From an optimization exercise on the open Yosys and OpenROAD flow, aimed at small area, a short achievable clock period and few clock cycles per item; shortcuts taken in it are not production practice.
In this exercise RTL edits were held to simulation tests only and were not proved equivalent to the original.

== the reference run ==
==> flow/design.v (excerpt) <==
module integer_to_ascii_formatter
#(
    parameter int VALUE_WIDTH = 64
)
(
    input  logic                   clk,
    input  logic                   rst_n,
    input  logic                   item_valid,
    output logic                   item_stall,
    input  logic [VALUE_WIDTH-1:0] value,
    input  logic [1:0]             base_select,
    input  logic [6:0]             min_width,
    input  logic [5:0]             min_digits,
    input  logic                   signed_mode,
    input  logic                   left_justify,
    input  logic                   zero_pad,
    input  logic                   plus_sign,
    input  logic                   space_sign,
    input  logic                   alt_prefix,
    input  logic                   lower_case,
    output logic                   char_valid,
    input  logic                   char_stall,
    output logic [7:0]             out_char,
    output logic                   last_char
);
Size in the first run: roughly 100 I/O pins, roughly 25000 um^2 of cells after synthesis.
export LEC_CHECK = 0
export ABC_AREA = 1
export CAP_MARGIN = 20
export CORE_MARGIN = 2
export CORE_UTILIZATION = 40
export SLEW_MARGIN = 20
export TNS_END_PERCENT = 0
create_clock -name core_clock -period 10.0 [get_ports {clk}]
standard.sh (not shown) runs the stock make flow with config.mk's settings and CLKGATE_MAP_FILE= SYNTH_SCRIPT=/design/flow/synth_recipe.tcl, a recipe that flattens the netlist after the stock synthesis.
==> flow/flow/run.sh <==
#!/bin/bash
# Standard layout, with the timing repair aiming at a setup margin of 6.0 ns.
set -euo pipefail
bash standard.sh SETUP_SLACK_MARGIN=6.0 finish > standard.log 2>&1
The reference run went all the way through synthesis, placement and routing and the layout is clean on timing, DRC and antenna.
Testbench counts of the reference run, summed over its fixed seeds: cycles 50,561, items 3,200.
#### Input delta (the trial run over the reference run)
--- a/flow/design.v
+++ b/flow/design.v
@@ -50,21 +50,21 @@
     localparam logic [2:0] C_READY = 3'd5;
     logic [2:0]    c_state;
     logic          c_busy;
     logic          c_rdy;        
     logic          c_isneg, c_isneg2, c_isconv;
     logic          free;         
     logic          free_reg;
     logic          stall_reg;    
     logic [RW-1:0] c_r;
     logic [4:0]    c_step;
-    logic          c_skip;
+    logic          c_started;
     logic [1:0]    f_base;
     logic [6:0]    f_w;
     logic [5:0]    f_p;
     logic          f_sm, f_lj, f_zp, f_ps, f_ss, f_alt, f_lc;
     logic          f_neg;
     logic          f_cy;         
     logic [1:0]    d_sign;       
     logic          d_hs, d_p0, d_px, d_zpe;
     logic [7:0]    d_wf;         
     logic [5:0]    d_pc;         
@@ -142,34 +142,21 @@
         for (int u = 0; u < 4; u++)
         begin
             for (int j = 0; j < NN - 1; j++)
             begin
                 if (j <= 4 || dmask[j])
                     dab[4*j +: 4] = add3(dab[4*j +: 4]);
             end
             dab[CW-1:0] = {dab[CW-2:0], dab[CW-1]};
         end
     end
-    assign skip = c_skip;
-    logic [RW-1:0] c_r_d, negl;
-    logic          c_r_en;
-    always_comb
-    begin
-        negl = c_r;
-        negl[CW-33 -: 32] = ~raw[31:0] + 32'd1;
-        c_r_d = ({RW{free}}                & lay_in)
-              | ({RW{c_isneg}}             & negl)
-              | ({RW{c_isneg2}}            & lay)
-              | ({RW{c_isconv && c_skip}}  & {c_r[CW], c_r[CW-17:0], 16'd0})
-              | ({RW{c_isconv && !c_skip}} & dab);
-        c_r_en = free || c_isneg || c_isneg2 || c_isconv;
-    end
+    assign skip = !c_started && (c_r[CW-1 -: 16] == 16'd0);
     logic [4:0] nd_calc;
     logic [6:0] pad_calc, n2_calc;
     logic [7:0] q_m_nd;
     assign fixed = 2'(d_hs) + 2'(d_p0) + 2'(d_px);
     always_comb
     begin
         nd_calc = 5'd1;
         for (int j = 0; j < NN; j++)
             if ((j == NN - 1) ? c_r[CW] : (c_r[4*j +: 4] != 4'd0))
                 nd_calc = 5'(j + 1);
@@ -240,47 +227,61 @@
         else                         d_sign = 2'd0;
         d_hs  = (d_sign != 2'd0);
         d_p0  = f_alt && !is_dec;
         d_px  = f_alt && is_hex;
         d_zpe = f_zp && !f_lj;
         d_wf  = {1'b0, wc} - {6'd0, fixed};
         d_pc  = (fixed == 2'd3 && f_p[5:1] == 5'b11111) ? 6'd61
               : (fixed[1] && f_p == 6'd63)             ? 6'd62 : f_p;
     end
     always_ff @(posedge clk)
-        if (c_r_en)
-            c_r <= c_r_d;
-    always_ff @(posedge clk)
     begin
         if (free)
             begin
+                c_r       <= lay_in;
                 c_step    <= 5'd0;
-                c_skip    <= in_dec && !in_neg && (value[63:48] == 16'd0);
+                c_started <= 1'b0;
                 f_neg  <= in_neg;
                 f_base <= base_select;
                 f_w    <= min_width;
                 f_p    <= min_digits;
                 f_sm   <= signed_mode;
                 f_lj   <= left_justify;
                 f_zp   <= zero_pad;
                 f_ps   <= plus_sign;
                 f_ss   <= space_sign;
                 f_alt  <= alt_prefix;
                 f_lc   <= lower_case;
             end
         else
         begin
             if (c_isneg)
-                f_cy <= (raw[31:0] == 32'd0);
+            begin
+                c_r[CW-33 -: 32] <= ~raw[31:0] + 32'd1;
+                f_cy             <= (raw[31:0] == 32'd0);
+            end
+            if (c_isneg2)
+                c_r <= lay;
             if (c_isconv)
-                c_step <= c_step + (c_skip ? 5'd4 : 5'd1);
-            c_skip <= c_isconv && c_skip && (c_r[CW-17 -: 16] == 16'd0);
+            begin
+                if (skip)
+                begin
+                    c_r[CW-1:0] <= {c_r[CW-17:0], 16'd0};
+                    c_step <= c_step + 5'd4;
+                end
+                else
+                begin
+                    c_r       <= dab;
+                    c_step    <= c_step + 5'd1;
+                    c_started <= 1'b1;
+                end
+            end
             if (c_state == C_PLAN1)
                 p_nd  <= nd_calc;
             if (c_state == C_PLAN2)
             begin
                 p_pad <= pad_calc;
                 p_n2  <= n2_calc;
             end
         end
     end
     assign item_stall = stall_reg;
Notes after the runs:
In the trial run, sequential portion of the cell area is lower than in the reference run.
The trial run finished all stages; the layout is clean.
Required time at the worst-slack endpoint came out lower on the trial run than on the reference run.
In the flow results for the trial run and the reference run, the number of non-clock buffers is smaller on the reference run.
NOTE non-clock inverter total of the final layout the reference run->the trial run decreased slightly
Relative to the reference run, fraction of layout cells with a size suffix above 1 has increased by 1.1 points in the trial run.
Changes observed in the trial run relative to the reference run: cell area after technology mapping has decreased; multi-input logic portion of the cell area moved down; setup slack after layout now larger; number of antenna violations at the first check in global routing now larger.
The trial run reports a higher relative slew slack than the reference run does.
Testbench counts of the trial run, summed over its fixed seeds: cycles 50,561, items 3,200.

==> port drivers added, routing unchanged <==
How much do the figures lean on ideal ports? The routed layouts below were timed once more, with nothing changed but the port constraints. Step 1, drivers: a clkbuf_16 drives clk and a buf_2 each remaining input, both assumed. Step 2, shift: input delay + t, output delay - t, t = (earliest + latest rising clock arrival at the registers) / 2. This alone moves slack from input paths to output paths. Slacks: ideal ports / drivers / drivers and shift; pairs: ideal ports / drivers.
run | shift t [ns] | setup slack, ns | hold WS [ns] | worst setup path at the end | cell pins on the clock port's net
the reference run | 0.621 | 5.805 / 5.838 / 5.217 | 0.370 / 0.370 / 0.370 | input to register | 1
the trial run | 0.623 | 5.898 / 5.933 / 5.310 | 0.371 / 0.371 / 0.371 | input to register | 1
After both steps setup and hold are still met in every run listed.
